What follows belongs to an exercise in optimizing a design on an open flow for small area, a short achievable clock period and few clock cycles per item; a production flow would make more cautious choices. Only simulation tests tie the RTL to the original design; equivalence was not proved.

==> flow/design.v, too long to show whole: its modules and the start of the top module <==
// module asin_iter: 3765 lines
module asin_iter (
    input  logic        clk,
    input  logic        rst,
    input  logic        start,
    input  logic [31:0] x,
    output logic        busy,
    output logic        done,
    output logic [31:0] asin,
    output logic        sat
);
  // ...
==> flow/flow/run.sh <==
#!/bin/bash
# The standard layout, except that between synthesis and floorplan the netlist's
# full adders are re-polarised by fixinv.py to drop inverters between them
# (a full adder is self-dual). Each step logs to a file of its own here.
set -euo pipefail
R=orfs/results/${FLOW_PLATFORM}/asin_iter/base
bash standard.sh synth > synth.log 2>&1
cp "$R/1_2_yosys.v" yosys_netlist_before_fixinv.v
python3 flow/fixinv.py "$R/1_2_yosys.v" > fixinv.log 2>&1
rm -f "$R/1_synth.odb" "$R/1_synth.sdc"
bash standard.sh finish > layout.log 2>&1
==> flow/flow/fixinv.py <==
#!/usr/bin/env python3
"""Rewrite a Yosys gate netlist so that full adders feed each other with fewer
inverters. A full adder is self-dual: FA(~a, ~b, ~c) = (~sum, ~cout). The script
removes the single inverters (inv_1) between cells, picks for each full adder
whether it computes its function or its dual (greedy local search), and then
inserts one inverter per net whose inverted value some input still needs.
Registers, ports and all other cells are left as they are.
usage: fixinv.py NETLIST.v   (rewritten in place; a summary goes to stdout)"""
import re, sys

path = sys.argv[1]
src = open(path).read()
m = re.search(r"\bmodule\s+(\S+)\s*\((.*?)\);", src, re.S)
ports = set(p.strip() for p in m.group(2).split(","))
cell_re = re.compile(r"(?:\(\*[^*]*\*\)\s*)*(sky130_fd_sc_hd__\w+)\s+(\S+)\s*\((.*?)\);\n", re.S)
pin_re = re.compile(r"\.(\w+)\(([^()]*)\)")
OUTPINS = {"X", "Y", "Q", "Q_N", "SUM", "COUT", "HI", "LO"}

cells = []
for mm in cell_re.finditer(src):
    typ, name, body = mm.group(1), mm.group(2), mm.group(3)
    pins = [(p, n.strip()) for p, n in pin_re.findall(body)]
    cells.append({"typ": typ, "name": name, "pins": pins, "span": mm.span()})

def is_port_net(n):
    base = n.split("[")[0].lstrip("\\").strip()
    return base in ports
def is_const(n):
    return "'" in n

drv = {}
for i, c in enumerate(cells):
    for p, n in c["pins"]:
        if p in OUTPINS:
            drv[n] = (i, p)

# peelable inverters: inv_1 whose output is not a port
peel = set()
for i, c in enumerate(cells):
    if c["typ"] == "sky130_fd_sc_hd__inv_1":
        y = dict(c["pins"])["Y"]
        a = dict(c["pins"])["A"]
        if not is_port_net(y) and not is_const(a):
            peel.add(i)

def root(n):
    k = 0
    seen = 0
    while n in drv and drv[n][0] in peel and seen < 64:
        n = dict(cells[drv[n][0]]["pins"])["A"]
        k ^= 1
        seen += 1
    return n, k

ISFA = lambda c: c["typ"].startswith("sky130_fd_sc_hd__fa_")
FAIN = {"A", "B", "CIN"}
# loads: list of (cell index, pin, root, parity)
loads = []
for i, c in enumerate(cells):
    if i in peel:
        continue
    for p, n in c["pins"]:
        if p in OUTPINS or is_const(n):
            continue
        r, k = root(n)
        loads.append((i, p, r, k))
by_root = {}
for li, (i, p, r, k) in enumerate(loads):
    by_root.setdefault(r, []).append(li)
pi = [0] * len(cells)

def drv_pi(r):
    d = drv.get(r)
    return pi[d[0]] if d is not None and ISFA(cells[d[0]]) else 0

def need_inv(li):
    i, p, r, k = loads[li]
    pc = pi[i] if (ISFA(cells[i]) and p in FAIN) else 0
    return k ^ pc ^ drv_pi(r)

def root_cost(r):
    return int(any(need_inv(li) for li in by_root.get(r, [])))

def fa_roots(i):
    rs = set()
    for p, n in cells[i]["pins"]:
        if p in OUTPINS:
            rs.add(n)
        elif p in FAIN:
            rs.add(root(n)[0])
    return rs

before = sum(root_cost(r) for r in by_root)
fas = [i for i, c in enumerate(cells) if ISFA(c)]
roots_of = {i: fa_roots(i) for i in fas}
for it in range(20):
    changed = 0
    for i in fas:
        rs = roots_of[i]
        old = sum(root_cost(r) for r in rs)
        pi[i] ^= 1
        new = sum(root_cost(r) for r in rs)
        if new < old:
            changed += 1
        else:
            pi[i] ^= 1
    if not changed:
        break
after = sum(root_cost(r) for r in by_root)

# rewrite
def fmt(n):
    return n + " " if n.startswith("\\") else n

inv_of = {}
new_cells = []
conn = {}
for li, (i, p, r, k) in enumerate(loads):
    if need_inv(li):
        if r not in inv_of:
            nm = f"fixinv_{len(inv_of)}"
            inv_of[r] = nm + "_n"
            new_cells.append(f"  sky130_fd_sc_hd__inv_1 {nm} (\n    .A({fmt(r)}),\n    .Y({nm}_n)\n  );\n")
        conn[(i, p)] = inv_of[r]
    else:
        conn[(i, p)] = r
out = []
pos = 0
for i, c in enumerate(cells):
    s, e = c["span"]
    out.append(src[pos:s])
    pos = e
    if i in peel:
        continue
    body = ",\n".join(f"    .{p}({fmt(conn.get((i, p), n) if not (p in OUTPINS or is_const(n)) else n)})" for p, n in c["pins"])
    out.append(f"  {c['typ']} {c['name']} (\n{body}\n  );\n")
rest = src[pos:]
end = rest.rindex("endmodule")
decl = "".join(f"  wire {n};\n" for n in inv_of.values())
out.append(rest[:end] + decl + "".join(new_cells) + rest[end:])
open(path, "w").write("".join(out))
print(f"full adders {len(fas)}, flipped {sum(pi[i] for i in fas)}; peeled inverters {len(peel)}; "
      f"nets needing an inverter: {before} before the flips, {after} after; inverters written {len(inv_of)}")
==> flow/standard.sh <==
#!/bin/bash
# synth_recipe.tcl (not shown) runs the flow's synth.tcl, then flattens the netlist and writes it again
# the make line also repeats each setting of config.mk as NAME=value (left out here)
make -C /OpenROAD-flow-scripts/flow DESIGN_CONFIG=/design/flow/config.mk WORK_HOME=/design/flow/orfs CLKGATE_MAP_FILE= SYNTH_SCRIPT=/design/flow/synth_recipe.tcl "${@:-finish}"
==> flow/config.mk <==
export PLATFORM = sky130hd
export DESIGN_NAME = asin_iter
export DESIGN_NICKNAME = asin_iter
export VERILOG_FILES = /design/flow/design.v
export SDC_FILE = /design/flow/constraint.sdc
export NUM_CORES = 4
export LEC_CHECK = 0
export ABC_AREA = 1
export CAP_MARGIN = 20
export CORE_MARGIN = 2
export CORE_UTILIZATION = 40
export CTS_CLUSTER_DIAMETER = 25
export CTS_CLUSTER_SIZE = 10
export SLEW_MARGIN = 20
==> flow/constraint.sdc <==
create_clock -name core_clock -period 130.0 [get_ports {clk}]
set_input_delay 26.0000 -clock core_clock [delete_from_list [all_inputs] [get_ports {clk}]]
set_output_delay 26.0000 -clock core_clock [all_outputs]
set_load 0.01 [all_outputs]
==> results.ini, run 1 <==
[outcome]
outcome=no timing/DRC/antenna violations

[grt]
grt_pass1_vias=62400
met1_usage_pct=49.31

[synth]
yosysWarnings=1
synth_nets=9361

[layout]
layout-drive-gt1-share_pct=5.460
num-fill-cells=14970
n_all_buffers=255
finalCoreUtilization_pct=42.18

[die]
start_util_pct=40.16
ioPinCount=70
rows=139
taps=1903
die_y_um=383.1

[critical_path]
crit_fanout=20
crit_top_cell=nand2_1
startpoint_type=flop
crit_start=sin[4]$_DFFE_PP_
crit_cells=107
worstPathArrival_ns=28.82
r2r_cells=107

[clock_tree]
cts-buffers-inserted=9
clkTransAtPathRegs_ns=0.10
cts_buffer_depth=2
clock_latency_ns=0.43

[place]
detailed_place.area_sq_um=60020
dpl.hpwl_mm=214.1
gp_congestion=1.069

[detailed_routing]
drtAntennaViolNets=0
met3_length_mm=41.64
firstDrtPassIters=8

[sta]
setup_viol=0
fmax_mhz=35.04
finalCritPeriodShare_pct=21.95

[run]
cap_violations=0

Testbench counts, summed over its fixed seeds: cycles 18,918, items 1,024.
==> run 2, diff against run 1 <==
--- a/flow/design.v
+++ b/flow/design.v
@@ -23,581 +23,581 @@
     logic [17:0]        p3r;      
     localparam logic signed [17:0] T1 = 18'sd0;
-    localparam logic signed [17:0] t2_0 = -18'sd46342;
-    localparam logic signed [17:0] t2_1 = 18'sd46342;
-    function automatic logic signed [17:0] t3_0(input logic [0:0] i);
+    localparam logic [16:0] t2_0 = 17'd84730;
+    localparam logic [16:0] t2_1 = 17'd46342;
+    function automatic logic [15:0] t3_0(input logic [0:0] i);
         case (i)
-            1'd0: t3_0 = -18'sd60548;
-            1'd1: t3_0 = 18'sd25080;
+            1'd0: t3_0 = 16'd4988;
+            1'd1: t3_0 = 16'd25080;
             default: t3_0 = '0;
         endcase
     endfunction
-    function automatic logic signed [17:0] t3_1(input logic [0:0] i);
+    function automatic logic [15:0] t3_1(input logic [0:0] i);
         case (i)
-            1'd0: t3_1 = -18'sd25080;
-            1'd1: t3_1 = 18'sd60548;
+            1'd0: t3_1 = 16'd40456;
+            1'd1: t3_1 = 16'd60548;
             default: t3_1 = '0;
         endcase
     endfunction
-    function automatic logic signed [17:0] t4_0(input logic [1:0] i);
+    function automatic logic [14:0] t4_0(input logic [1:0] i);
         case (i)
-            2'd0: t4_0 = -18'sd64277;
-            2'd1: t4_0 = -18'sd36410;
-            2'd2: t4_0 = 18'sd12786;
-            2'd3: t4_0 = 18'sd54492;
+            2'd0: t4_0 = 15'd1259;
+            2'd1: t4_0 = 15'd29126;
+            2'd2: t4_0 = 15'd12786;
+            2'd3: t4_0 = 15'd21724;
             default: t4_0 = '0;
         endcase
     endfunction
-    function automatic logic signed [17:0] t4_1(input logic [1:0] i);
+    function automatic logic [14:0] t4_1(input logic [1:0] i);
         case (i)
-            2'd0: t4_1 = -18'sd54492;
-            2'd1: t4_1 = -18'sd12786;
-            2'd2: t4_1 = 18'sd36410;
-            2'd3: t4_1 = 18'sd64277;
+            2'd0: t4_1 = 15'd11044;
+            2'd1: t4_1 = 15'd19982;
+            2'd2: t4_1 = 15'd3642;
+            2'd3: t4_1 = 15'd31509;
             default: t4_1 = '0;
         endcase
     endfunction
-    function automatic logic signed [17:0] t5_0(input logic [2:0] i);
+    function automatic logic [13:0] t5_0(input logic [2:0] i);
         case (i)
-            3'd0: t5_0 = -18'sd65220;
-            3'd1: t5_0 = -18'sd57798;
-            3'd2: t5_0 = -18'sd41576;
-            3'd3: t5_0 = -18'sd19024;
-            3'd4: t5_0 = 18'sd6424;
-            3'd5: t5_0 = 18'sd30894;
-            3'd6: t5_0 = 18'sd50661;
-            3'd7: t5_0 = 18'sd62714;
+            3'd0: t5_0 = 14'd316;
+            3'd1: t5_0 = 14'd7738;
+            3'd2: t5_0 = 14'd7576;
+            3'd3: t5_0 = 14'd13744;
+            3'd4: t5_0 = 14'd6424;
+            3'd5: t5_0 = 14'd14510;
+            3'd6: t5_0 = 14'd1509;
+            3'd7: t5_0 = 14'd13562;
             default: t5_0 = '0;
         endcase
     endfunction
-    function automatic logic signed [17:0] t5_1(input logic [2:0] i);
+    function automatic logic [13:0] t5_1(input logic [2:0] i);
         case (i)
-            3'd0: t5_1 = -18'sd62714;
-            3'd1: t5_1 = -18'sd50661;
-            3'd2: t5_1 = -18'sd30893;
-            3'd3: t5_1 = -18'sd6424;
-            3'd4: t5_1 = 18'sd19024;
-            3'd5: t5_1 = 18'sd41576;
-            3'd6: t5_1 = 18'sd57798;
-            3'd7: t5_1 = 18'sd65220;
+            3'd0: t5_1 = 14'd2822;
+            3'd1: t5_1 = 14'd14875;
+            3'd2: t5_1 = 14'd1875;
+            3'd3: t5_1 = 14'd9960;
+            3'd4: t5_1 = 14'd2640;
+            3'd5: t5_1 = 14'd8808;
+            3'd6: t5_1 = 14'd8646;
+            3'd7: t5_1 = 14'd16068;
             default: t5_1 = '0;
         endcase
     endfunction
-    function automatic logic signed [17:0] t6_0(input logic [3:0] i);
+    function automatic logic [12:0] t6_0(input logic [3:0] i);
         case (i)
-            4'd0: t6_0 = -18'sd65457;
-            4'd1: t6_0 = -18'sd63572;
-            4'd2: t6_0 = -18'sd59243;
-            4'd3: t6_0 = -18'sd52640;
-            4'd4: t6_0 = -18'sd44012;
-            4'd5: t6_0 = -18'sd33693;
-            4'd6: t6_0 = -18'sd22078;
-            4'd7: t6_0 = -18'sd9616;
-            4'd8: t6_0 = 18'sd3216;
-            4'd9: t6_0 = 18'sd15924;
-            4'd10: t6_0 = 18'sd28021;
-            4'd11: t6_0 = 18'sd39040;
-            4'd12: t6_0 = 18'sd48559;
-            4'd13: t6_0 = 18'sd56212;
-            4'd14: t6_0 = 18'sd61706;
-            4'd15: t6_0 = 18'sd64826;
+            4'd0: t6_0 = 13'd79;
+            4'd1: t6_0 = 13'd1964;
+            4'd2: t6_0 = 13'd6293;
+            4'd3: t6_0 = 13'd4704;
+            4'd4: t6_0 = 13'd5140;
+            4'd5: t6_0 = 13'd7267;
+            4'd6: t6_0 = 13'd2498;
+            4'd7: t6_0 = 13'd6768;
+            4'd8: t6_0 = 13'd3216;
+            4'd9: t6_0 = 13'd7732;
+            4'd10: t6_0 = 13'd3445;
+            4'd11: t6_0 = 13'd6272;
+            4'd12: t6_0 = 13'd7599;
+            4'd13: t6_0 = 13'd7060;
+            4'd14: t6_0 = 13'd4362;
+            4'd15: t6_0 = 13'd7482;
             default: t6_0 = '0;
         endcase
     endfunction
-    function automatic logic signed [17:0] t6_1(input logic [3:0] i);
+    function automatic logic [12:0] t6_1(input logic [3:0] i);
         case (i)
-            4'd0: t6_1 = -18'sd64826;
-            4'd1: t6_1 = -18'sd61706;
-            4'd2: t6_1 = -18'sd56212;
-            4'd3: t6_1 = -18'sd48560;
-            4'd4: t6_1 = -18'sd39040;
-            4'd5: t6_1 = -18'sd28021;
-            4'd6: t6_1 = -18'sd15924;
-            4'd7: t6_1 = -18'sd3216;
-            4'd8: t6_1 = 18'sd9617;
-            4'd9: t6_1 = 18'sd22078;
-            4'd10: t6_1 = 18'sd33693;
-            4'd11: t6_1 = 18'sd44012;
-            4'd12: t6_1 = 18'sd52640;
-            4'd13: t6_1 = 18'sd59244;
-            4'd14: t6_1 = 18'sd63572;
-            4'd15: t6_1 = 18'sd65458;
+            4'd0: t6_1 = 13'd710;
+            4'd1: t6_1 = 13'd3830;
+            4'd2: t6_1 = 13'd1132;
+            4'd3: t6_1 = 13'd592;
+            4'd4: t6_1 = 13'd1920;
+            4'd5: t6_1 = 13'd4747;
+            4'd6: t6_1 = 13'd460;
+            4'd7: t6_1 = 13'd4976;
+            4'd8: t6_1 = 13'd1425;
+            4'd9: t6_1 = 13'd5694;
+            4'd10: t6_1 = 13'd925;
+            4'd11: t6_1 = 13'd3052;
+            4'd12: t6_1 = 13'd3488;
+            4'd13: t6_1 = 13'd1900;
+            4'd14: t6_1 = 13'd6228;
+            4'd15: t6_1 = 13'd8114;
             default: t6_1 = '0;
         endcase
     endfunction
-    function automatic logic signed [17:0] t7_0(input logic [4:0] i);
+    function automatic logic [11:0] t7_0(input logic [4:0] i);
         case (i)
-            5'd0: t7_0 = -18'sd65517;
-            5'd1: t7_0 = -18'sd65044;
-            5'd2: t7_0 = -18'sd63944;
-            5'd3: t7_0 = -18'sd62229;
-            5'd4: t7_0 = -18'sd59913;
-            5'd5: t7_0 = -18'sd57023;
-            5'd6: t7_0 = -18'sd53582;
-            5'd7: t7_0 = -18'sd49625;
-            5'd8: t7_0 = -18'sd45191;
-            5'd9: t7_0 = -18'sd40321;
-            5'd10: t7_0 = -18'sd35062;
-            5'd11: t7_0 = -18'sd29467;
-            5'd12: t7_0 = -18'sd23586;
-            5'd13: t7_0 = -18'sd17479;
-            5'd14: t7_0 = -18'sd11205;
-            5'd15: t7_0 = -18'sd4822;
-            5'd16: t7_0 = 18'sd1608;
-            5'd17: t7_0 = 18'sd8022;
-            5'd18: t7_0 = 18'sd14359;
-            5'd19: t7_0 = 18'sd20557;
-            5'd20: t7_0 = 18'sd26557;
-            5'd21: t7_0 = 18'sd32302;
-            5'd22: t7_0 = 18'sd37736;
-            5'd23: t7_0 = 18'sd42806;
-            5'd24: t7_0 = 18'sd47465;
-            5'd25: t7_0 = 18'sd51666;
-            5'd26: t7_0 = 18'sd55369;
-            5'd27: t7_0 = 18'sd58538;
-            5'd28: t7_0 = 18'sd61143;
-            5'd29: t7_0 = 18'sd63162;
-            5'd30: t7_0 = 18'sd64571;
-            5'd31: t7_0 = 18'sd65358;
+            5'd0: t7_0 = 12'd19;
+            5'd1: t7_0 = 12'd492;
+            5'd2: t7_0 = 12'd1592;
+            5'd3: t7_0 = 12'd3307;
+            5'd4: t7_0 = 12'd1527;
+            5'd5: t7_0 = 12'd321;
+            5'd6: t7_0 = 12'd3762;
+            5'd7: t7_0 = 12'd3623;
+            5'd8: t7_0 = 12'd3961;
+            5'd9: t7_0 = 12'd639;
+            5'd10: t7_0 = 12'd1802;
+            5'd11: t7_0 = 12'd3301;
+            5'd12: t7_0 = 12'd990;
+            5'd13: t7_0 = 12'd3001;
+            5'd14: t7_0 = 12'd1083;
+            5'd15: t7_0 = 12'd3370;
+            5'd16: t7_0 = 12'd1608;
+            5'd17: t7_0 = 12'd3926;
+            5'd18: t7_0 = 12'd2071;
+            5'd19: t7_0 = 12'd77;
+            5'd20: t7_0 = 12'd1981;
+            5'd21: t7_0 = 12'd3630;
+            5'd22: t7_0 = 12'd872;
+            5'd23: t7_0 = 12'd1846;
+            5'd24: t7_0 = 12'd2409;
+            5'd25: t7_0 = 12'd2514;
+            5'd26: t7_0 = 12'd2121;
+            5'd27: t7_0 = 12'd1194;
+            5'd28: t7_0 = 12'd3799;
+            5'd29: t7_0 = 12'd1722;
+            5'd30: t7_0 = 12'd3131;
+            5'd31: t7_0 = 12'd3918;
             default: t7_0 = '0;
         endcase
     endfunction
-    function automatic logic signed [17:0] t7_1(input logic [4:0] i);
+    function automatic logic [11:0] t7_1(input logic [4:0] i);
         case (i)
-            5'd0: t7_1 = -18'sd65358;
-            5'd1: t7_1 = -18'sd64571;
-            5'd2: t7_1 = -18'sd63163;
-            5'd3: t7_1 = -18'sd61145;
-            5'd4: t7_1 = -18'sd58538;
-            5'd5: t7_1 = -18'sd55369;
-            5'd6: t7_1 = -18'sd51666;
-            5'd7: t7_1 = -18'sd47466;
-            5'd8: t7_1 = -18'sd42807;
-            5'd9: t7_1 = -18'sd37737;
-            5'd10: t7_1 = -18'sd32303;
-            5'd11: t7_1 = -18'sd26558;
-            5'd12: t7_1 = -18'sd20558;
-            5'd13: t7_1 = -18'sd14360;
-            5'd14: t7_1 = -18'sd8023;
-            5'd15: t7_1 = -18'sd1609;
-            5'd16: t7_1 = 18'sd4821;
-            5'd17: t7_1 = 18'sd11204;
-            5'd18: t7_1 = 18'sd17479;
-            5'd19: t7_1 = 18'sd23586;
-            5'd20: t7_1 = 18'sd29466;
-            5'd21: t7_1 = 18'sd35062;
-            5'd22: t7_1 = 18'sd40320;
-            5'd23: t7_1 = 18'sd45191;
-            5'd24: t7_1 = 18'sd49625;
-            5'd25: t7_1 = 18'sd53581;
-            5'd26: t7_1 = 18'sd57023;
-            5'd27: t7_1 = 18'sd59913;
-            5'd28: t7_1 = 18'sd62229;
-            5'd29: t7_1 = 18'sd63943;
-            5'd30: t7_1 = 18'sd65044;
-            5'd31: t7_1 = 18'sd65517;
+            5'd0: t7_1 = 12'd178;
+            5'd1: t7_1 = 12'd965;
+            5'd2: t7_1 = 12'd2373;
+            5'd3: t7_1 = 12'd295;
+            5'd4: t7_1 = 12'd2902;
+            5'd5: t7_1 = 12'd1975;
+            5'd6: t7_1 = 12'd1582;
+            5'd7: t7_1 = 12'd1686;
+            5'd8: t7_1 = 12'd2249;
+            5'd9: t7_1 = 12'd3223;
+            5'd10: t7_1 = 12'd465;
+            5'd11: t7_1 = 12'd2114;
+            5'd12: t7_1 = 12'd4018;
+            5'd13: t7_1 = 12'd2024;
+            5'd14: t7_1 = 12'd169;
+            5'd15: t7_1 = 12'd2487;
+            5'd16: t7_1 = 12'd725;
+            5'd17: t7_1 = 12'd3012;
+            5'd18: t7_1 = 12'd1095;
+            5'd19: t7_1 = 12'd3106;
+            5'd20: t7_1 = 12'd794;
+            5'd21: t7_1 = 12'd2294;
+            5'd22: t7_1 = 12'd3456;
+            5'd23: t7_1 = 12'd135;
+            5'd24: t7_1 = 12'd473;
+            5'd25: t7_1 = 12'd333;
+            5'd26: t7_1 = 12'd3775;
+            5'd27: t7_1 = 12'd2569;
+            5'd28: t7_1 = 12'd789;
+            5'd29: t7_1 = 12'd2503;
+            5'd30: t7_1 = 12'd3604;
+            5'd31: t7_1 = 12'd4077;
             default: t7_1 = '0;
         endcase
     endfunction
-    function automatic logic signed [17:0] t8_0(input logic [5:0] i);
+    function automatic logic [10:0] t8_0(input logic [5:0] i);
         case (i)
-            6'd0: t8_0 = -18'sd65531;
-            6'd1: t8_0 = -18'sd65413;
-            6'd2: t8_0 = -18'sd65137;
-            6'd3: t8_0 = -18'sd64705;
-            6'd4: t8_0 = -18'sd64115;
-            6'd5: t8_0 = -18'sd63372;
-            6'd6: t8_0 = -18'sd62476;
-            6'd7: t8_0 = -18'sd61430;
-            6'd8: t8_0 = -18'sd60235;
-            6'd9: t8_0 = -18'sd58895;
-            6'd10: t8_0 = -18'sd57414;
-            6'd11: t8_0 = -18'sd55795;
-            6'd12: t8_0 = -18'sd54040;
-            6'd13: t8_0 = -18'sd52156;
-            6'd14: t8_0 = -18'sd50147;
-            6'd15: t8_0 = -18'sd48016;
-            6'd16: t8_0 = -18'sd45769;
-            6'd17: t8_0 = -18'sd43412;
-            6'd18: t8_0 = -18'sd40952;
-            6'd19: t8_0 = -18'sd38392;
-            6'd20: t8_0 = -18'sd35738;
-            6'd21: t8_0 = -18'sd33000;
-            6'd22: t8_0 = -18'sd30182;
-            6'd23: t8_0 = -18'sd27291;
-            6'd24: t8_0 = -18'sd24335;
-            6'd25: t8_0 = -18'sd21320;
-            6'd26: t8_0 = -18'sd18253;
-            6'd27: t8_0 = -18'sd15143;
-            6'd28: t8_0 = -18'sd11996;
-            6'd29: t8_0 = -18'sd8820;
-            6'd30: t8_0 = -18'sd5623;
-            6'd31: t8_0 = -18'sd2413;
-            6'd32: t8_0 = 18'sd804;
-            6'd33: t8_0 = 18'sd4019;
-            6'd34: t8_0 = 18'sd7224;
-            6'd35: t8_0 = 18'sd10411;
-            6'd36: t8_0 = 18'sd13573;
-            6'd37: t8_0 = 18'sd16703;
-            6'd38: t8_0 = 18'sd19792;
-            6'd39: t8_0 = 18'sd22834;
-            6'd40: t8_0 = 18'sd25820;
-            6'd41: t8_0 = 18'sd28745;
-            6'd42: t8_0 = 18'sd31600;
-            6'd43: t8_0 = 18'sd34380;
-            6'd44: t8_0 = 18'sd37076;
-            6'd45: t8_0 = 18'sd39683;
-            6'd46: t8_0 = 18'sd42194;
-            6'd47: t8_0 = 18'sd44605;
-            6'd48: t8_0 = 18'sd46907;
-            6'd49: t8_0 = 18'sd49095;
-            6'd50: t8_0 = 18'sd51167;
-            6'd51: t8_0 = 18'sd53115;
-            6'd52: t8_0 = 18'sd54934;
-            6'd53: t8_0 = 18'sd56622;
-            6'd54: t8_0 = 18'sd58172;
-            6'd55: t8_0 = 18'sd59583;
-            6'd56: t8_0 = 18'sd60850;
-            6'd57: t8_0 = 18'sd61972;
-            6'd58: t8_0 = 18'sd62942;
-            6'd59: t8_0 = 18'sd63763;
-            6'd60: t8_0 = 18'sd64429;
-            6'd61: t8_0 = 18'sd64940;
-            6'd62: t8_0 = 18'sd65295;
-            6'd63: t8_0 = 18'sd65492;
+            6'd0: t8_0 = 11'd5;
+            6'd1: t8_0 = 11'd123;
+            6'd2: t8_0 = 11'd399;
+            6'd3: t8_0 = 11'd831;
+            6'd4: t8_0 = 11'd1421;
+            6'd5: t8_0 = 11'd116;
+            6'd6: t8_0 = 11'd1012;
+            6'd7: t8_0 = 11'd10;
+            6'd8: t8_0 = 11'd1205;
+            6'd9: t8_0 = 11'd497;
+            6'd10: t8_0 = 11'd1978;
+            6'd11: t8_0 = 11'd1549;
+            6'd12: t8_0 = 11'd1256;
+            6'd13: t8_0 = 11'd1092;
+            6'd14: t8_0 = 11'd1053;
+            6'd15: t8_0 = 11'd1136;
+            6'd16: t8_0 = 11'd1335;
+            6'd17: t8_0 = 11'd1644;
+            6'd18: t8_0 = 11'd8;
+            6'd19: t8_0 = 11'd520;
+            6'd20: t8_0 = 11'd1126;
+            6'd21: t8_0 = 11'd1816;
+            6'd22: t8_0 = 11'd538;
+            6'd23: t8_0 = 11'd1381;
+            6'd24: t8_0 = 11'd241;
+            6'd25: t8_0 = 11'd1208;
+            6'd26: t8_0 = 11'd179;
+            6'd27: t8_0 = 11'd1241;
+            6'd28: t8_0 = 11'd292;
+            6'd29: t8_0 = 11'd1420;
+            6'd30: t8_0 = 11'd521;
+            6'd31: t8_0 = 11'd1683;
+            6'd32: t8_0 = 11'd804;
+            6'd33: t8_0 = 11'd1971;
+            6'd34: t8_0 = 11'd1080;
+            6'd35: t8_0 = 11'd171;
+            6'd36: t8_0 = 11'd1285;
+            6'd37: t8_0 = 11'd319;
+            6'd38: t8_0 = 11'd1360;
+            6'd39: t8_0 = 11'd306;
+            6'd40: t8_0 = 11'd1244;
+            6'd41: t8_0 = 11'd73;
+            6'd42: t8_0 = 11'd880;
+            6'd43: t8_0 = 11'd1612;
+            6'd44: t8_0 = 11'd212;
+            6'd45: t8_0 = 11'd771;
+            6'd46: t8_0 = 11'd1234;
+            6'd47: t8_0 = 11'd1597;
+            6'd48: t8_0 = 11'd1851;
+            6'd49: t8_0 = 11'd1991;
+            6'd50: t8_0 = 11'd2015;
+            6'd51: t8_0 = 11'd1915;
+            6'd52: t8_0 = 11'd1686;
+            6'd53: t8_0 = 11'd1326;
+            6'd54: t8_0 = 11'd828;
+            6'd55: t8_0 = 11'd191;
+            6'd56: t8_0 = 11'd1458;
+            6'd57: t8_0 = 11'd532;
+            6'd58: t8_0 = 11'd1502;
+            6'd59: t8_0 = 11'd275;
+            6'd60: t8_0 = 11'd941;
+            6'd61: t8_0 = 11'd1452;
+            6'd62: t8_0 = 11'd1807;
+            6'd63: t8_0 = 11'd2004;
             default: t8_0 = '0;
         endcase
     endfunction
-    function automatic logic signed [17:0] t8_1(input logic [5:0] i);
+    function automatic logic [10:0] t8_1(input logic [5:0] i);
         case (i)
-            6'd0: t8_1 = -18'sd65492;
-            6'd1: t8_1 = -18'sd65295;
-            6'd2: t8_1 = -18'sd64940;
-            6'd3: t8_1 = -18'sd64429;
-            6'd4: t8_1 = -18'sd63763;
-            6'd5: t8_1 = -18'sd62943;
-            6'd6: t8_1 = -18'sd61972;
-            6'd7: t8_1 = -18'sd60850;
-            6'd8: t8_1 = -18'sd59584;
-            6'd9: t8_1 = -18'sd58172;
-            6'd10: t8_1 = -18'sd56622;
-            6'd11: t8_1 = -18'sd54935;
-            6'd12: t8_1 = -18'sd53115;
-            6'd13: t8_1 = -18'sd51167;
-            6'd14: t8_1 = -18'sd49096;
-            6'd15: t8_1 = -18'sd46907;
-            6'd16: t8_1 = -18'sd44605;
-            6'd17: t8_1 = -18'sd42195;
-            6'd18: t8_1 = -18'sd39684;
-            6'd19: t8_1 = -18'sd37076;
-            6'd20: t8_1 = -18'sd34381;
-            6'd21: t8_1 = -18'sd31601;
-            6'd22: t8_1 = -18'sd28746;
-            6'd23: t8_1 = -18'sd25821;
-            6'd24: t8_1 = -18'sd22835;
-            6'd25: t8_1 = -18'sd19793;
-            6'd26: t8_1 = -18'sd16703;
-            6'd27: t8_1 = -18'sd13574;
-            6'd28: t8_1 = -18'sd10412;
-            6'd29: t8_1 = -18'sd7225;
-            6'd30: t8_1 = -18'sd4020;
-            6'd31: t8_1 = -18'sd805;
-            6'd32: t8_1 = 18'sd2412;
-            6'd33: t8_1 = 18'sd5623;
-            6'd34: t8_1 = 18'sd8820;
-            6'd35: t8_1 = 18'sd11995;
-            6'd36: t8_1 = 18'sd15142;
-            6'd37: t8_1 = 18'sd18252;
-            6'd38: t8_1 = 18'sd21319;
-            6'd39: t8_1 = 18'sd24334;
-            6'd40: t8_1 = 18'sd27290;
-            6'd41: t8_1 = 18'sd30181;
-            6'd42: t8_1 = 18'sd33000;
-            6'd43: t8_1 = 18'sd35738;
-            6'd44: t8_1 = 18'sd38391;
-            6'd45: t8_1 = 18'sd40951;
-            6'd46: t8_1 = 18'sd43412;
-            6'd47: t8_1 = 18'sd45768;
-            6'd48: t8_1 = 18'sd48015;
-            6'd49: t8_1 = 18'sd50147;
-            6'd50: t8_1 = 18'sd52156;
-            6'd51: t8_1 = 18'sd54040;
-            6'd52: t8_1 = 18'sd55795;
-            6'd53: t8_1 = 18'sd57414;
-            6'd54: t8_1 = 18'sd58895;
-            6'd55: t8_1 = 18'sd60235;
-            6'd56: t8_1 = 18'sd61430;
-            6'd57: t8_1 = 18'sd62476;
-            6'd58: t8_1 = 18'sd63372;
-            6'd59: t8_1 = 18'sd64114;
-            6'd60: t8_1 = 18'sd64705;
-            6'd61: t8_1 = 18'sd65137;
-            6'd62: t8_1 = 18'sd65413;
-            6'd63: t8_1 = 18'sd65531;
+            6'd0: t8_1 = 11'd44;
+            6'd1: t8_1 = 11'd241;
+            6'd2: t8_1 = 11'd596;
+            6'd3: t8_1 = 11'd1107;
+            6'd4: t8_1 = 11'd1773;
+            6'd5: t8_1 = 11'd545;
+            6'd6: t8_1 = 11'd1516;
+            6'd7: t8_1 = 11'd590;
+            6'd8: t8_1 = 11'd1856;
+            6'd9: t8_1 = 11'd1220;
+            6'd10: t8_1 = 11'd722;
+            6'd11: t8_1 = 11'd361;
+            6'd12: t8_1 = 11'd133;
+            6'd13: t8_1 = 11'd33;
+            6'd14: t8_1 = 11'd56;
+            6'd15: t8_1 = 11'd197;
+            6'd16: t8_1 = 11'd451;
+            6'd17: t8_1 = 11'd813;
+            6'd18: t8_1 = 11'd1276;
+            6'd19: t8_1 = 11'd1836;
+            6'd20: t8_1 = 11'd435;
+            6'd21: t8_1 = 11'd1167;
+            6'd22: t8_1 = 11'd1974;
+            6'd23: t8_1 = 11'd803;
+            6'd24: t8_1 = 11'd1741;
+            6'd25: t8_1 = 11'd687;
+            6'd26: t8_1 = 11'd1729;
+            6'd27: t8_1 = 11'd762;
+            6'd28: t8_1 = 11'd1876;
+            6'd29: t8_1 = 11'd967;
+            6'd30: t8_1 = 11'd76;
+            6'd31: t8_1 = 11'd1243;
+            6'd32: t8_1 = 11'd364;
+            6'd33: t8_1 = 11'd1527;
+            6'd34: t8_1 = 11'd628;
+            6'd35: t8_1 = 11'd1755;
+            6'd36: t8_1 = 11'd806;
+            6'd37: t8_1 = 11'd1868;
+            6'd38: t8_1 = 11'd839;
+            6'd39: t8_1 = 11'd1806;
+            6'd40: t8_1 = 11'd666;
+            6'd41: t8_1 = 11'd1509;
+            6'd42: t8_1 = 11'd232;
+            6'd43: t8_1 = 11'd922;
+            6'd44: t8_1 = 11'd1527;
+            6'd45: t8_1 = 11'd2039;
+            6'd46: t8_1 = 11'd404;
+            6'd47: t8_1 = 11'd712;
+            6'd48: t8_1 = 11'd911;
+            6'd49: t8_1 = 11'd995;
+            6'd50: t8_1 = 11'd956;
+            6'd51: t8_1 = 11'd792;
+            6'd52: t8_1 = 11'd499;
+            6'd53: t8_1 = 11'd70;
+            6'd54: t8_1 = 11'd1551;
+            6'd55: t8_1 = 11'd843;
+            6'd56: t8_1 = 11'd2038;
+            6'd57: t8_1 = 11'd1036;
+            6'd58: t8_1 = 11'd1932;
+            6'd59: t8_1 = 11'd626;
+            6'd60: t8_1 = 11'd1217;
+            6'd61: t8_1 = 11'd1649;
+            6'd62: t8_1 = 11'd1925;
+            6'd63: t8_1 = 11'd2043;
             default: t8_1 = '0;
         endcase
     endfunction
-    function automatic logic signed [17:0] t9_0(input logic [6:0] i);
+    function automatic logic [9:0] t9_0(input logic [6:0] i);
         case (i)
-            7'd0: t9_0 = -18'sd65535;
-            7'd1: t9_0 = -18'sd65505;
-            7'd2: t9_0 = -18'sd65437;
-            7'd3: t9_0 = -18'sd65327;
-            7'd4: t9_0 = -18'sd65180;
-            7'd5: t9_0 = -18'sd64993;
-            7'd6: t9_0 = -18'sd64767;
-            7'd7: t9_0 = -18'sd64501;
-            7'd8: t9_0 = -18'sd64198;
-            7'd9: t9_0 = -18'sd63854;
-            7'd10: t9_0 = -18'sd63474;
-            7'd11: t9_0 = -18'sd63053;
-            7'd12: t9_0 = -18'sd62596;
-            7'd13: t9_0 = -18'sd62101;
-            7'd14: t9_0 = -18'sd61569;
-            7'd15: t9_0 = -18'sd60999;
-            7'd16: t9_0 = -18'sd60392;
-            7'd17: t9_0 = -18'sd59750;
-            7'd18: t9_0 = -18'sd59070;
-            7'd19: t9_0 = -18'sd58356;
-            7'd20: t9_0 = -18'sd57607;
-            7'd21: t9_0 = -18'sd56823;
-            7'd22: t9_0 = -18'sd56004;
-            7'd23: t9_0 = -18'sd55152;
-            7'd24: t9_0 = -18'sd54267;
-            7'd25: t9_0 = -18'sd53349;
-            7'd26: t9_0 = -18'sd52399;
-            7'd27: t9_0 = -18'sd51418;
-            7'd28: t9_0 = -18'sd50405;
-            7'd29: t9_0 = -18'sd49362;
-            7'd30: t9_0 = -18'sd48289;
-            7'd31: t9_0 = -18'sd47188;
-            7'd32: t9_0 = -18'sd46056;
-            7'd33: t9_0 = -18'sd44899;
-            7'd34: t9_0 = -18'sd43713;
-            7'd35: t9_0 = -18'sd42502;
-            7'd36: t9_0 = -18'sd41265;
-            7'd37: t9_0 = -18'sd40003;
-            7'd38: t9_0 = -18'sd38717;
-            7'd39: t9_0 = -18'sd37408;
-            7'd40: t9_0 = -18'sd36075;
-            7'd41: t9_0 = -18'sd34722;
-            7'd42: t9_0 = -18'sd33347;
-            7'd43: t9_0 = -18'sd31953;
-            7'd44: t9_0 = -18'sd30538;
-            7'd45: t9_0 = -18'sd29107;
-            7'd46: t9_0 = -18'sd27656;
-            7'd47: t9_0 = -18'sd26190;
-            7'd48: t9_0 = -18'sd24707;
-            7'd49: t9_0 = -18'sd23211;
-            7'd50: t9_0 = -18'sd21700;
-            7'd51: t9_0 = -18'sd20176;
-            7'd52: t9_0 = -18'sd18639;
-            7'd53: t9_0 = -18'sd17092;
-            7'd54: t9_0 = -18'sd15534;
-            7'd55: t9_0 = -18'sd13967;
-            7'd56: t9_0 = -18'sd12391;
-            7'd57: t9_0 = -18'sd10809;
-            7'd58: t9_0 = -18'sd9219;
-            7'd59: t9_0 = -18'sd7624;
-            7'd60: t9_0 = -18'sd6024;
-            7'd61: t9_0 = -18'sd4421;
-            7'd62: t9_0 = -18'sd2814;
-            7'd63: t9_0 = -18'sd1207;
-            7'd64: t9_0 = 18'sd402;
-            7'd65: t9_0 = 18'sd2010;
-            7'd66: t9_0 = 18'sd3618;
-            7'd67: t9_0 = 18'sd5222;
-            7'd68: t9_0 = 18'sd6824;
-            7'd69: t9_0 = 18'sd8421;
-            7'd70: t9_0 = 18'sd10014;
-            7'd71: t9_0 = 18'sd11600;
-            7'd72: t9_0 = 18'sd13180;
-            7'd73: t9_0 = 18'sd14751;
-            7'd74: t9_0 = 18'sd16314;
-            7'd75: t9_0 = 18'sd17866;
-            7'd76: t9_0 = 18'sd19409;
-            7'd77: t9_0 = 18'sd20938;
-            7'd78: t9_0 = 18'sd22456;
-            7'd79: t9_0 = 18'sd23961;
-            7'd80: t9_0 = 18'sd25451;
-            7'd81: t9_0 = 18'sd26925;
-            7'd82: t9_0 = 18'sd28383;
-            7'd83: t9_0 = 18'sd29824;
-            7'd84: t9_0 = 18'sd31248;
-            7'd85: t9_0 = 18'sd32652;
-            7'd86: t9_0 = 18'sd34037;
-            7'd87: t9_0 = 18'sd35401;
-            7'd88: t9_0 = 18'sd36744;
-            7'd89: t9_0 = 18'sd38064;
-            7'd90: t9_0 = 18'sd39362;
-            7'd91: t9_0 = 18'sd40637;
-            7'd92: t9_0 = 18'sd41886;
-            7'd93: t9_0 = 18'sd43110;
-            7'd94: t9_0 = 18'sd44309;
-            7'd95: t9_0 = 18'sd45479;
-            7'd96: t9_0 = 18'sd46625;
-            7'd97: t9_0 = 18'sd47740;
-            7'd98: t9_0 = 18'sd48829;
-            7'd99: t9_0 = 18'sd49886;
-            7'd100: t9_0 = 18'sd50915;
-            7'd101: t9_0 = 18'sd51912;
-            7'd102: t9_0 = 18'sd52878;
-            7'd103: t9_0 = 18'sd53812;
-            7'd104: t9_0 = 18'sd54714;
-            7'd105: t9_0 = 18'sd55582;
-            7'd106: t9_0 = 18'sd56418;
-            7'd107: t9_0 = 18'sd57220;
-            7'd108: t9_0 = 18'sd57986;
-            7'd109: t9_0 = 18'sd58717;
-            7'd110: t9_0 = 18'sd59415;
-            7'd111: t9_0 = 18'sd60075;
-            7'd112: t9_0 = 18'sd60699;
-            7'd113: t9_0 = 18'sd61287;
-            7'd114: t9_0 = 18'sd61840;
-            7'd115: t9_0 = 18'sd62353;
-            7'd116: t9_0 = 18'sd62830;
-            7'd117: t9_0 = 18'sd63269;
-            7'd118: t9_0 = 18'sd63669;
-            7'd119: t9_0 = 18'sd64031;
-            7'd120: t9_0 = 18'sd64355;
-            7'd121: t9_0 = 18'sd64639;
-            7'd122: t9_0 = 18'sd64884;
-            7'd123: t9_0 = 18'sd65092;
-            7'd124: t9_0 = 18'sd65259;
-            7'd125: t9_0 = 18'sd65387;
-            7'd126: t9_0 = 18'sd65476;
-            7'd127: t9_0 = 18'sd65525;
+            7'd0: t9_0 = 10'd1;
+            7'd1: t9_0 = 10'd31;
+            7'd2: t9_0 = 10'd99;
+            7'd3: t9_0 = 10'd209;
+            7'd4: t9_0 = 10'd356;
+            7'd5: t9_0 = 10'd543;
+            7'd6: t9_0 = 10'd769;
+            7'd7: t9_0 = 10'd11;
+            7'd8: t9_0 = 10'd314;
+            7'd9: t9_0 = 10'd658;
+            7'd10: t9_0 = 10'd14;
+            7'd11: t9_0 = 10'd435;
+            7'd12: t9_0 = 10'd892;
+            7'd13: t9_0 = 10'd363;
+            7'd14: t9_0 = 10'd895;
+            7'd15: t9_0 = 10'd441;
+            7'd16: t9_0 = 10'd24;
+            7'd17: t9_0 = 10'd666;
+            7'd18: t9_0 = 10'd322;
+            7'd19: t9_0 = 10'd12;
+            7'd20: t9_0 = 10'd761;
+            7'd21: t9_0 = 10'd521;
+            7'd22: t9_0 = 10'd316;
+            7'd23: t9_0 = 10'd144;
+            7'd24: t9_0 = 10'd5;
+            7'd25: t9_0 = 10'd923;
+            7'd26: t9_0 = 10'd849;
+            7'd27: t9_0 = 10'd806;
+            7'd28: t9_0 = 10'd795;
+            7'd29: t9_0 = 10'd814;
+            7'd30: t9_0 = 10'd863;
+            7'd31: t9_0 = 10'd940;
+            7'd32: t9_0 = 10'd24;
+            7'd33: t9_0 = 10'd157;
+            7'd34: t9_0 = 10'd319;
+            7'd35: t9_0 = 10'd506;
+            7'd36: t9_0 = 10'd719;
+            7'd37: t9_0 = 10'd957;
+            7'd38: t9_0 = 10'd195;
+            7'd39: t9_0 = 10'd480;
+            7'd40: t9_0 = 10'd789;
+            7'd41: t9_0 = 10'd94;
+            7'd42: t9_0 = 10'd445;
+            7'd43: t9_0 = 10'd815;
+            7'd44: t9_0 = 10'd182;
+            7'd45: t9_0 = 10'd589;
+            7'd46: t9_0 = 10'd1016;
+            7'd47: t9_0 = 10'd434;
+            7'd48: t9_0 = 10'd893;
+            7'd49: t9_0 = 10'd341;
+            7'd50: t9_0 = 10'd828;
+            7'd51: t9_0 = 10'd304;
+            7'd52: t9_0 = 10'd817;
+            7'd53: t9_0 = 10'd316;
+            7'd54: t9_0 = 10'd850;
+            7'd55: t9_0 = 10'd369;
+            7'd56: t9_0 = 10'd921;
+            7'd57: t9_0 = 10'd455;
+            7'd58: t9_0 = 10'd1021;
+            7'd59: t9_0 = 10'd568;
+            7'd60: t9_0 = 10'd120;
+            7'd61: t9_0 = 10'd699;
+            7'd62: t9_0 = 10'd258;
+            7'd63: t9_0 = 10'd841;
+            7'd64: t9_0 = 10'd402;
+            7'd65: t9_0 = 10'd986;
+            7'd66: t9_0 = 10'd546;
+            7'd67: t9_0 = 10'd102;
+            7'd68: t9_0 = 10'd680;
+            7'd69: t9_0 = 10'd229;
+            7'd70: t9_0 = 10'd798;
+            7'd71: t9_0 = 10'd336;
+            7'd72: t9_0 = 10'd892;
+            7'd73: t9_0 = 10'd415;
+            7'd74: t9_0 = 10'd954;
+            7'd75: t9_0 = 10'd458;
+            7'd76: t9_0 = 10'd977;
+            7'd77: t9_0 = 10'd458;
+            7'd78: t9_0 = 10'd952;
+            7'd79: t9_0 = 10'd409;
+            7'd80: t9_0 = 10'd875;
+            7'd81: t9_0 = 10'd301;
+            7'd82: t9_0 = 10'd735;
+            7'd83: t9_0 = 10'd128;
+            7'd84: t9_0 = 10'd528;
+            7'd85: t9_0 = 10'd908;
+            7'd86: t9_0 = 10'd245;
+            7'd87: t9_0 = 10'd585;
+            7'd88: t9_0 = 10'd904;
+            7'd89: t9_0 = 10'd176;
+            7'd90: t9_0 = 10'd450;
+            7'd91: t9_0 = 10'd701;
+            7'd92: t9_0 = 10'd926;
+            7'd93: t9_0 = 10'd102;
+            7'd94: t9_0 = 10'd277;
+            7'd95: t9_0 = 10'd423;
+            7'd96: t9_0 = 10'd545;
+            7'd97: t9_0 = 10'd636;
+            7'd98: t9_0 = 10'd701;
+            7'd99: t9_0 = 10'd734;
+            7'd100: t9_0 = 10'd739;
+            7'd101: t9_0 = 10'd712;
+            7'd102: t9_0 = 10'd654;
+            7'd103: t9_0 = 10'd564;
+            7'd104: t9_0 = 10'd442;
+            7'd105: t9_0 = 10'd286;
+            7'd106: t9_0 = 10'd98;
+            7'd107: t9_0 = 10'd900;
+            7'd108: t9_0 = 10'd642;
+            7'd109: t9_0 = 10'd349;
+            7'd110: t9_0 = 10'd23;
+            7'd111: t9_0 = 10'd683;
+            7'd112: t9_0 = 10'd283;
+            7'd113: t9_0 = 10'd871;
+            7'd114: t9_0 = 10'd400;
+            7'd115: t9_0 = 10'd913;
+            7'd116: t9_0 = 10'd366;
+            7'd117: t9_0 = 10'd805;
+            7'd118: t9_0 = 10'd181;
+            7'd119: t9_0 = 10'd543;
+            7'd120: t9_0 = 10'd867;
+            7'd121: t9_0 = 10'd127;
+            7'd122: t9_0 = 10'd372;
+            7'd123: t9_0 = 10'd580;
+            7'd124: t9_0 = 10'd747;
+            7'd125: t9_0 = 10'd875;
+            7'd126: t9_0 = 10'd964;
+            7'd127: t9_0 = 10'd1013;
             default: t9_0 = '0;
         endcase
     endfunction
-    function automatic logic signed [17:0] t9_1(input logic [6:0] i);
+    function automatic logic [9:0] t9_1(input logic [6:0] i);
         case (i)
-            7'd0: t9_1 = -18'sd65525;
-            7'd1: t9_1 = -18'sd65476;
-            7'd2: t9_1 = -18'sd65388;
-            7'd3: t9_1 = -18'sd65258;
-            7'd4: t9_1 = -18'sd65091;
-            7'd5: t9_1 = -18'sd64885;
-            7'd6: t9_1 = -18'sd64639;
-            7'd7: t9_1 = -18'sd64354;
-            7'd8: t9_1 = -18'sd64031;
-            7'd9: t9_1 = -18'sd63669;
-            7'd10: t9_1 = -18'sd63269;
-            7'd11: t9_1 = -18'sd62829;
-            7'd12: t9_1 = -18'sd62353;
-            7'd13: t9_1 = -18'sd61840;
-            7'd14: t9_1 = -18'sd61288;
-            7'd15: t9_1 = -18'sd60701;
-            7'd16: t9_1 = -18'sd60076;
-            7'd17: t9_1 = -18'sd59415;
-            7'd18: t9_1 = -18'sd58718;
-            7'd19: t9_1 = -18'sd57987;
-            7'd20: t9_1 = -18'sd57220;
-            7'd21: t9_1 = -18'sd56418;
-            7'd22: t9_1 = -18'sd55582;
-            7'd23: t9_1 = -18'sd54714;
-            7'd24: t9_1 = -18'sd53812;
-            7'd25: t9_1 = -18'sd52879;
-            7'd26: t9_1 = -18'sd51912;
-            7'd27: t9_1 = -18'sd50915;
-            7'd28: t9_1 = -18'sd49887;
-            7'd29: t9_1 = -18'sd48830;
-            7'd30: t9_1 = -18'sd47741;
-            7'd31: t9_1 = -18'sd46625;
-            7'd32: t9_1 = -18'sd45480;
-            7'd33: t9_1 = -18'sd44310;
-            7'd34: t9_1 = -18'sd43111;
-            7'd35: t9_1 = -18'sd41886;
-            7'd36: t9_1 = -18'sd40638;
-            7'd37: t9_1 = -18'sd39363;
-            7'd38: t9_1 = -18'sd38065;
-            7'd39: t9_1 = -18'sd36744;
-            7'd40: t9_1 = -18'sd35402;
-            7'd41: t9_1 = -18'sd34037;
-            7'd42: t9_1 = -18'sd32653;
-            7'd43: t9_1 = -18'sd31248;
-            7'd44: t9_1 = -18'sd29824;
-            7'd45: t9_1 = -18'sd28384;
-            7'd46: t9_1 = -18'sd26925;
-            7'd47: t9_1 = -18'sd25451;
-            7'd48: t9_1 = -18'sd23962;
-            7'd49: t9_1 = -18'sd22457;
-            7'd50: t9_1 = -18'sd20939;
-            7'd51: t9_1 = -18'sd19409;
-            7'd52: t9_1 = -18'sd17866;
-            7'd53: t9_1 = -18'sd16314;
-            7'd54: t9_1 = -18'sd14752;
-            7'd55: t9_1 = -18'sd13181;
-            7'd56: t9_1 = -18'sd11601;
-            7'd57: t9_1 = -18'sd10015;
-            7'd58: t9_1 = -18'sd8422;
-            7'd59: t9_1 = -18'sd6825;
-            7'd60: t9_1 = -18'sd5223;
-            7'd61: t9_1 = -18'sd3619;
-            7'd62: t9_1 = -18'sd2011;
-            7'd63: t9_1 = -18'sd403;
-            7'd64: t9_1 = 18'sd1206;
-            7'd65: t9_1 = 18'sd2814;
-            7'd66: t9_1 = 18'sd4420;
-            7'd67: t9_1 = 18'sd6023;
-            7'd68: t9_1 = 18'sd7623;
-            7'd69: t9_1 = 18'sd9218;
-            7'd70: t9_1 = 18'sd10808;
-            7'd71: t9_1 = 18'sd12390;
-            7'd72: t9_1 = 18'sd13966;
-            7'd73: t9_1 = 18'sd15533;
-            7'd74: t9_1 = 18'sd17091;
-            7'd75: t9_1 = 18'sd18639;
-            7'd76: t9_1 = 18'sd20175;
-            7'd77: t9_1 = 18'sd21699;
-            7'd78: t9_1 = 18'sd23210;
-            7'd79: t9_1 = 18'sd24707;
-            7'd80: t9_1 = 18'sd26190;
-            7'd81: t9_1 = 18'sd27655;
-            7'd82: t9_1 = 18'sd29106;
-            7'd83: t9_1 = 18'sd30538;
-            7'd84: t9_1 = 18'sd31952;
-            7'd85: t9_1 = 18'sd33346;
-            7'd86: t9_1 = 18'sd34721;
-            7'd87: t9_1 = 18'sd36074;
-            7'd88: t9_1 = 18'sd37407;
-            7'd89: t9_1 = 18'sd38716;
-            7'd90: t9_1 = 18'sd40003;
-            7'd91: t9_1 = 18'sd41265;
-            7'd92: t9_1 = 18'sd42501;
-            7'd93: t9_1 = 18'sd43713;
-            7'd94: t9_1 = 18'sd44898;
-            7'd95: t9_1 = 18'sd46055;
-            7'd96: t9_1 = 18'sd47187;
-            7'd97: t9_1 = 18'sd48288;
-            7'd98: t9_1 = 18'sd49361;
-            7'd99: t9_1 = 18'sd50404;
-            7'd100: t9_1 = 18'sd51417;
-            7'd101: t9_1 = 18'sd52398;
-            7'd102: t9_1 = 18'sd53348;
-            7'd103: t9_1 = 18'sd54267;
-            7'd104: t9_1 = 18'sd55152;
-            7'd105: t9_1 = 18'sd56004;
-            7'd106: t9_1 = 18'sd56823;
-            7'd107: t9_1 = 18'sd57607;
-            7'd108: t9_1 = 18'sd58356;
-            7'd109: t9_1 = 18'sd59070;
-            7'd110: t9_1 = 18'sd59749;
-            7'd111: t9_1 = 18'sd60392;
-            7'd112: t9_1 = 18'sd60999;
-            7'd113: t9_1 = 18'sd61569;
-            7'd114: t9_1 = 18'sd62101;
-            7'd115: t9_1 = 18'sd62596;
-            7'd116: t9_1 = 18'sd63053;
-            7'd117: t9_1 = 18'sd63474;
-            7'd118: t9_1 = 18'sd63854;
-            7'd119: t9_1 = 18'sd64198;
-            7'd120: t9_1 = 18'sd64501;
-            7'd121: t9_1 = 18'sd64767;
-            7'd122: t9_1 = 18'sd64993;
-            7'd123: t9_1 = 18'sd65180;
-            7'd124: t9_1 = 18'sd65327;
-            7'd125: t9_1 = 18'sd65436;
-            7'd126: t9_1 = 18'sd65505;
-            7'd127: t9_1 = 18'sd65536;
+            7'd0: t9_1 = 10'd11;
+            7'd1: t9_1 = 10'd60;
+            7'd2: t9_1 = 10'd148;
+            7'd3: t9_1 = 10'd278;
+            7'd4: t9_1 = 10'd445;
+            7'd5: t9_1 = 10'd651;
+            7'd6: t9_1 = 10'd897;
+            7'd7: t9_1 = 10'd158;
+            7'd8: t9_1 = 10'd481;
+            7'd9: t9_1 = 10'd843;
+            7'd10: t9_1 = 10'd219;
+            7'd11: t9_1 = 10'd659;
+            7'd12: t9_1 = 10'd111;
+            7'd13: t9_1 = 10'd624;
+            7'd14: t9_1 = 10'd152;
+            7'd15: t9_1 = 10'd739;
+            7'd16: t9_1 = 10'd340;
+            7'd17: t9_1 = 10'd1001;
+            7'd18: t9_1 = 10'd674;
+            7'd19: t9_1 = 10'd381;
+            7'd20: t9_1 = 10'd124;
+            7'd21: t9_1 = 10'd926;
+            7'd22: t9_1 = 10'd738;
+            7'd23: t9_1 = 10'd582;
+            7'd24: t9_1 = 10'd460;
+            7'd25: t9_1 = 10'd369;
+            7'd26: t9_1 = 10'd312;
+            7'd27: t9_1 = 10'd285;
+            7'd28: t9_1 = 10'd289;
+            7'd29: t9_1 = 10'd322;
+            7'd30: t9_1 = 10'd387;
+            7'd31: t9_1 = 10'd479;
+            7'd32: t9_1 = 10'd600;
+            7'd33: t9_1 = 10'd746;
+            7'd34: t9_1 = 10'd921;
+            7'd35: t9_1 = 10'd98;
+            7'd36: t9_1 = 10'd322;
+            7'd37: t9_1 = 10'd573;
+            7'd38: t9_1 = 10'd847;
+            7'd39: t9_1 = 10'd120;
+            7'd40: t9_1 = 10'd438;
+            7'd41: t9_1 = 10'd779;
+            7'd42: t9_1 = 10'd115;
+            7'd43: t9_1 = 10'd496;
+            7'd44: t9_1 = 10'd896;
+            7'd45: t9_1 = 10'd288;
+            7'd46: t9_1 = 10'd723;
+            7'd47: t9_1 = 10'd149;
+            7'd48: t9_1 = 10'd614;
+            7'd49: t9_1 = 10'd71;
+            7'd50: t9_1 = 10'd565;
+            7'd51: t9_1 = 10'd47;
+            7'd52: t9_1 = 10'd566;
+            7'd53: t9_1 = 10'd70;
+            7'd54: t9_1 = 10'd608;
+            7'd55: t9_1 = 10'd131;
+            7'd56: t9_1 = 10'd687;
+            7'd57: t9_1 = 10'd225;
+            7'd58: t9_1 = 10'd794;
+            7'd59: t9_1 = 10'd343;
+            7'd60: t9_1 = 10'd921;
+            7'd61: t9_1 = 10'd477;
+            7'd62: t9_1 = 10'd37;
+            7'd63: t9_1 = 10'd621;
+            7'd64: t9_1 = 10'd182;
+            7'd65: t9_1 = 10'd766;
+            7'd66: t9_1 = 10'd324;
+            7'd67: t9_1 = 10'd903;
+            7'd68: t9_1 = 10'd455;
+            7'd69: t9_1 = 10'd2;
+            7'd70: t9_1 = 10'd568;
+            7'd71: t9_1 = 10'd102;
+            7'd72: t9_1 = 10'd654;
+            7'd73: t9_1 = 10'd173;
+            7'd74: t9_1 = 10'd707;
+            7'd75: t9_1 = 10'd207;
+            7'd76: t9_1 = 10'd719;
+            7'd77: t9_1 = 10'd195;
+            7'd78: t9_1 = 10'd682;
+            7'd79: t9_1 = 10'd131;
+            7'd80: t9_1 = 10'd590;
+            7'd81: t9_1 = 10'd7;
+            7'd82: t9_1 = 10'd434;
+            7'd83: t9_1 = 10'd842;
+            7'd84: t9_1 = 10'd208;
+            7'd85: t9_1 = 10'd578;
+            7'd86: t9_1 = 10'd929;
+            7'd87: t9_1 = 10'd234;
+            7'd88: t9_1 = 10'd543;
+            7'd89: t9_1 = 10'd828;
+            7'd90: t9_1 = 10'd67;
+            7'd91: t9_1 = 10'd305;
+            7'd92: t9_1 = 10'd517;
+            7'd93: t9_1 = 10'd705;
+            7'd94: t9_1 = 10'd866;
+            7'd95: t9_1 = 10'd999;
+            7'd96: t9_1 = 10'd83;
+            7'd97: t9_1 = 10'd160;
+            7'd98: t9_1 = 10'd209;
+            7'd99: t9_1 = 10'd228;
+            7'd100: t9_1 = 10'd217;
+            7'd101: t9_1 = 10'd174;
+            7'd102: t9_1 = 10'd100;
+            7'd103: t9_1 = 10'd1019;
+            7'd104: t9_1 = 10'd880;
+            7'd105: t9_1 = 10'd708;
+            7'd106: t9_1 = 10'd503;
+            7'd107: t9_1 = 10'd263;
+            7'd108: t9_1 = 10'd1012;
+            7'd109: t9_1 = 10'd702;
+            7'd110: t9_1 = 10'd357;
+            7'd111: t9_1 = 10'd1000;
+            7'd112: t9_1 = 10'd583;
+            7'd113: t9_1 = 10'd129;
+            7'd114: t9_1 = 10'd661;
+            7'd115: t9_1 = 10'd132;
+            7'd116: t9_1 = 10'd589;
+            7'd117: t9_1 = 10'd1010;
+            7'd118: t9_1 = 10'd366;
+            7'd119: t9_1 = 10'd710;
+            7'd120: t9_1 = 10'd1013;
+            7'd121: t9_1 = 10'd255;
+            7'd122: t9_1 = 10'd481;
+            7'd123: t9_1 = 10'd668;
+            7'd124: t9_1 = 10'd815;
+            7'd125: t9_1 = 10'd924;
+            7'd126: t9_1 = 10'd993;
+            7'd127: t9_1 = 10'd0;
             default: t9_1 = '0;
         endcase
@@ -615,36 +615,60 @@
         sat_n <= xin <= -32'sd65536;
     end
-    logic c2_0, c2_1;
-    logic c3_0, c3_1;
-    logic c4_0, c4_1;
-    logic c5_0, c5_1;
-    logic c6_0, c6_1;
-    logic c7_0, c7_1;
-    logic c8_0, c8_1;
-    logic c9_0, c9_1;
+    logic c2_0, c2_1;    
+    logic [16:0] d2_0, d2_1;
+    logic c3_0, c3_1;    
+    logic [15:0] d3_0, d3_1;
+    logic c4_0, c4_1;    
+    logic [14:0] d4_0, d4_1;
+    logic c5_0, c5_1;    
+    logic [13:0] d5_0, d5_1;
+    logic c6_0, c6_1;    
+    logic [12:0] d6_0, d6_1;
+    logic c7_0, c7_1;    
+    logic [11:0] d7_0, d7_1;
+    logic c8_0, c8_1;    
+    logic [10:0] d8_0, d8_1;
+    logic c9_0, c9_1;    
+    logic [9:0] d9_0, d9_1;
     assign b0 = T1 < xs;
-    assign c2_0 = t2_0 < xs;
-    assign c2_1 = t2_1 < xs;
+    assign d2_0 = t2_0;
+    assign c2_0 = d2_0[16] ^ xs[16] ^ (d2_0[15:0] < xs[15:0]);
+    assign d2_1 = t2_1;
+    assign c2_1 = d2_1[16] ^ xs[16] ^ (d2_1[15:0] < xs[15:0]);
     assign b1 = b0 ? c2_1 : c2_0;
-    assign c3_0 = t3_0({b0}) < xs;
-    assign c3_1 = t3_1({b0}) < xs;
+    assign d3_0 = t3_0({b0});
+    assign c3_0 = d3_0[15] ^ xs[15] ^ (d3_0[14:0] < xs[14:0]);
+    assign d3_1 = t3_1({b0});
+    assign c3_1 = d3_1[15] ^ xs[15] ^ (d3_1[14:0] < xs[14:0]);
     assign b2 = b1 ? c3_1 : c3_0;
-    assign c4_0 = t4_0({b0, b1}) < xs;
-    assign c4_1 = t4_1({b0, b1}) < xs;
+    assign d4_0 = t4_0({b0, b1});
+    assign c4_0 = d4_0[14] ^ xs[14] ^ (d4_0[13:0] < xs[13:0]);
+    assign d4_1 = t4_1({b0, b1});
+    assign c4_1 = d4_1[14] ^ xs[14] ^ (d4_1[13:0] < xs[13:0]);
     assign b3 = b2 ? c4_1 : c4_0;
-    assign c5_0 = t5_0({b0, b1, b2}) < xs;
-    assign c5_1 = t5_1({b0, b1, b2}) < xs;
+    assign d5_0 = t5_0({b0, b1, b2});
+    assign c5_0 = d5_0[13] ^ xs[13] ^ (d5_0[12:0] < xs[12:0]);
+    assign d5_1 = t5_1({b0, b1, b2});
+    assign c5_1 = d5_1[13] ^ xs[13] ^ (d5_1[12:0] < xs[12:0]);
     assign b4 = b3 ? c5_1 : c5_0;
-    assign c6_0 = t6_0({b0, b1, b2, b3}) < xs;
-    assign c6_1 = t6_1({b0, b1, b2, b3}) < xs;
+    assign d6_0 = t6_0({b0, b1, b2, b3});
+    assign c6_0 = d6_0[12] ^ xs[12] ^ (d6_0[11:0] < xs[11:0]);
+    assign d6_1 = t6_1({b0, b1, b2, b3});
+    assign c6_1 = d6_1[12] ^ xs[12] ^ (d6_1[11:0] < xs[11:0]);
     assign b5 = b4 ? c6_1 : c6_0;
-    assign c7_0 = t7_0({b0, b1, b2, b3, b4}) < xs;
-    assign c7_1 = t7_1({b0, b1, b2, b3, b4}) < xs;
+    assign d7_0 = t7_0({b0, b1, b2, b3, b4});
+    assign c7_0 = d7_0[11] ^ xs[11] ^ (d7_0[10:0] < xs[10:0]);
+    assign d7_1 = t7_1({b0, b1, b2, b3, b4});
+    assign c7_1 = d7_1[11] ^ xs[11] ^ (d7_1[10:0] < xs[10:0]);
     assign b6 = b5 ? c7_1 : c7_0;
-    assign c8_0 = t8_0({b0, b1, b2, b3, b4, b5}) < xs;
-    assign c8_1 = t8_1({b0, b1, b2, b3, b4, b5}) < xs;
+    assign d8_0 = t8_0({b0, b1, b2, b3, b4, b5});
+    assign c8_0 = d8_0[10] ^ xs[10] ^ (d8_0[9:0] < xs[9:0]);
+    assign d8_1 = t8_1({b0, b1, b2, b3, b4, b5});
+    assign c8_1 = d8_1[10] ^ xs[10] ^ (d8_1[9:0] < xs[9:0]);
     assign b7 = b6 ? c8_1 : c8_0;
-    assign c9_0 = t9_0({b0, b1, b2, b3, b4, b5, b6}) < xs;
-    assign c9_1 = t9_1({b0, b1, b2, b3, b4, b5, b6}) < xs;
+    assign d9_0 = t9_0({b0, b1, b2, b3, b4, b5, b6});
+    assign c9_0 = d9_0[9] ^ xs[9] ^ (d9_0[8:0] < xs[8:0]);
+    assign d9_1 = t9_1({b0, b1, b2, b3, b4, b5, b6});
+    assign c9_1 = d9_1[9] ^ xs[9] ^ (d9_1[8:0] < xs[8:0]);
     assign b8 = b7 ? c9_1 : c9_0;
     assign tsum = (b1 ? 18'd51472 : 18'd0) + (b2 ? 18'd25736 : 18'd0) + (b3 ? 18'd12868 : 18'd0) + (b4 ? 18'd6434 : 18'd0) + (b5 ? 18'd3217 : 18'd0) + (b6 ? 18'd1608 : 18'd0) + (b7 ? 18'd804 : 18'd0) + (b8 ? 18'd402 : 18'd0);
==> run 2 against run 1 <==
Clock-buffer cell count up 1; hold slack gained 0.018 ns; first-iteration DRC count fell by 15%; critical path type unchanged.
==> results.ini, run 2 <==
[synth]
avgSynthCellArea_sq_um=7.299
syn_area_sq_um=54800
synthCells=7508
synth_nets=8812  ; -5.9%
yosysWarnings=1  ; unchanged

[critical_path]
startpoint_type=flop
cpMaxStageDelayCell=clkinv_1
r2r_slack_ns=101.25
worst_path_largest_cell_delay_ns=0.75
endpoint_kind=flop
crit_family=adder cells
crit_fanout=26  ; +30%
cp.required_ns=130.20
worstPathArrival_ns=28.95  ; +0.13 ns
timing.rr.end=sin[15]$_DFFE_PP_
r2r-start=am[11]$_DFFE_PP_
crit_top_cell=fa_1
path_class=flop to flop
r2r_cells=112  ; +4.7%

[clock_tree]
cts_tree=yes
cts.root.buffer_cell=clkbuf_16
cts_buffer_depth=2  ; unchanged
cts-buffers-inserted=9  ; unchanged
clkTransAtPathRegs_ns=0.10  ; about the same
htree_levels=3
clock_latency_ns=0.44  ; about the same
cts_hold_buf=0
cts_resized=0

[die]
rows=135  ; -2.9%
ioPinCount=70  ; unchanged
die-width_um=374.1
fp.dieArea_sq_um=140000
core_area_sq_um=135800
start_util_pct=40.35  ; +0.19 points
die_y_um=374.1  ; -2.3%

[place]
portBuffers=69
gp_congestion=1.029  ; -3.8%
dpl.hpwl_mm=200.7  ; -6.3%

[worst_hold_path]
hold_path_class=flop to flop
holdCritStartpoint=busy$_DFFE_PP0P_
hold_depth=2

[sta]
setup_viol=0  ; unchanged
finalCritPeriodShare_pct=22.11  ; +0.16 points
period_needed_ns=28.75
fin_skew_ns=0.02516
fmax_mhz=34.79  ; -0.74%
max_slew_margin_pct=21.21

[grt]
grt_max_degree=58
grt_pass1_vias=58310  ; -6.6%
grtUsageTotal_pct=38.17

[layout]
mostFrequentLayoutCells=nand2_1 (1,420), inv_1 (920), fa_1 (651), ha_1 (618), a21oi_1 (542)
top_register=sin
top_regs=sin (20), am3 (19), xr (18)
syn_to_final_growth_pct=5.121
nets=8596
finalCoreUtilization_pct=42.42  ; +0.25 points
layout-drive-gt1-share_pct=5.769  ; +0.31 points

[detailed_routing]
viasPerCell=6.602
drc=0
drt_iter0_drc=8344
wirelength_mm=274.7
firstDrtPassIters=9  ; +1
drtAntennaViolNets=0  ; unchanged

[run]
cap_violations=0  ; unchanged

[outcome]
outcome=no timing/DRC/antenna violations

run 2: final cells by class:
cell class	count	area, sq um
fill	14170	78200
clock buffer	10	229.0
clock inverter	6	62.56
multi-input combinational	5909	46090
tap	1781	2228
timing repair buffer	254	2125
antenna	4	10.01
inverter	1015	3810
sequential	103	3053
run 2: worst max-delay path by stage:
stage	from	endpoint	cells past startpoint
floorplan	xr[17]$_DFFE_PP_	asin[18]	1
global placement	am[11]$_DFFE_PP_	xr[14]$_DFFE_PP_	117
detailed placement	am[11]$_DFFE_PP_	sin[15]$_DFFE_PP_	113
CTS	am[11]$_DFFE_PP_	xr[16]$_DFFE_PP_	113
global route	sin[6]$_DFFE_PP_	xr[14]$_DFFE_PP_	116
finish	am[11]$_DFFE_PP_	sin[15]$_DFFE_PP_	112
run 2: tightest hold or removal path, cell delays in order (launching register included):
cell and delay (ns):
dfrtp_1 0.37, a21oi_1 0.05, nor2_1 0.07
run 2: metrics by stage:
step / hold slack, ns / cell area [sq um] / cells / worst slack, ns
after floorplan: 0.4631 / 54800 / 7508 / 103.18
after global placement: 0.5034 / 57280 / 9061 / 102.25
after detailed placement: 0.5038 / 57280 / 9061 / 101.88
after CTS: 0.5300 / 57570 / 9077 / 101.78
after global routing: 0.5754 / 57600 / 9078 / 99.56
final: 0.5283 / 57610 / 9082 / 101.25
run 2: per-layer routing:
metal  GRT usage, %  vias up  share of wire (%)
met5         0.4460        -              0.037
met4          18.02        4                6.1
met3          15.05     1174                 15
met2          53.20     4674                 39
met1          51.17    28800                 40
li1               -    25310                  -
Testbench counts of run 2, summed over its fixed seeds: cycles 18,918, items 1,024.

==> what the ideal ports hide <==
The results above use ideal ports. As a check the final layouts listed here were re-extracted and re-timed, cells and wires unchanged.
Step 1 (the two cells are an assumption about what drives the block):
set clk [get_ports {clk}]
set_driving_cell -lib_cell sky130_fd_sc_hd__clkbuf_16 $clk
set_driving_cell -lib_cell sky130_fd_sc_hd__buf_2 [delete_from_list [all_inputs] $clk]
Step 2 also shifts input and output timing later by t, the mid clock arrival at the registers, as if the neighbouring blocks saw the same clock.
Slacks: no drivers / after step 1 / after step 2; pairs: no drivers / after step 1.
run	t, ns	slack for setup (ns)	hold WS [ns]	latest minus earliest clock arrival (ns)	slew at the worst register clock pin (ns)
run 1	0.490	101.464 / 101.464 / 101.464	0.510 / 0.510 / 0.510	0.029 / 0.029	0.11 / 0.11
run 2	0.494	101.253 / 101.253 / 101.253	0.528 / 0.528 / 0.528	0.025 / 0.025	0.10 / 0.10
After both steps setup and hold are still met in every run listed.
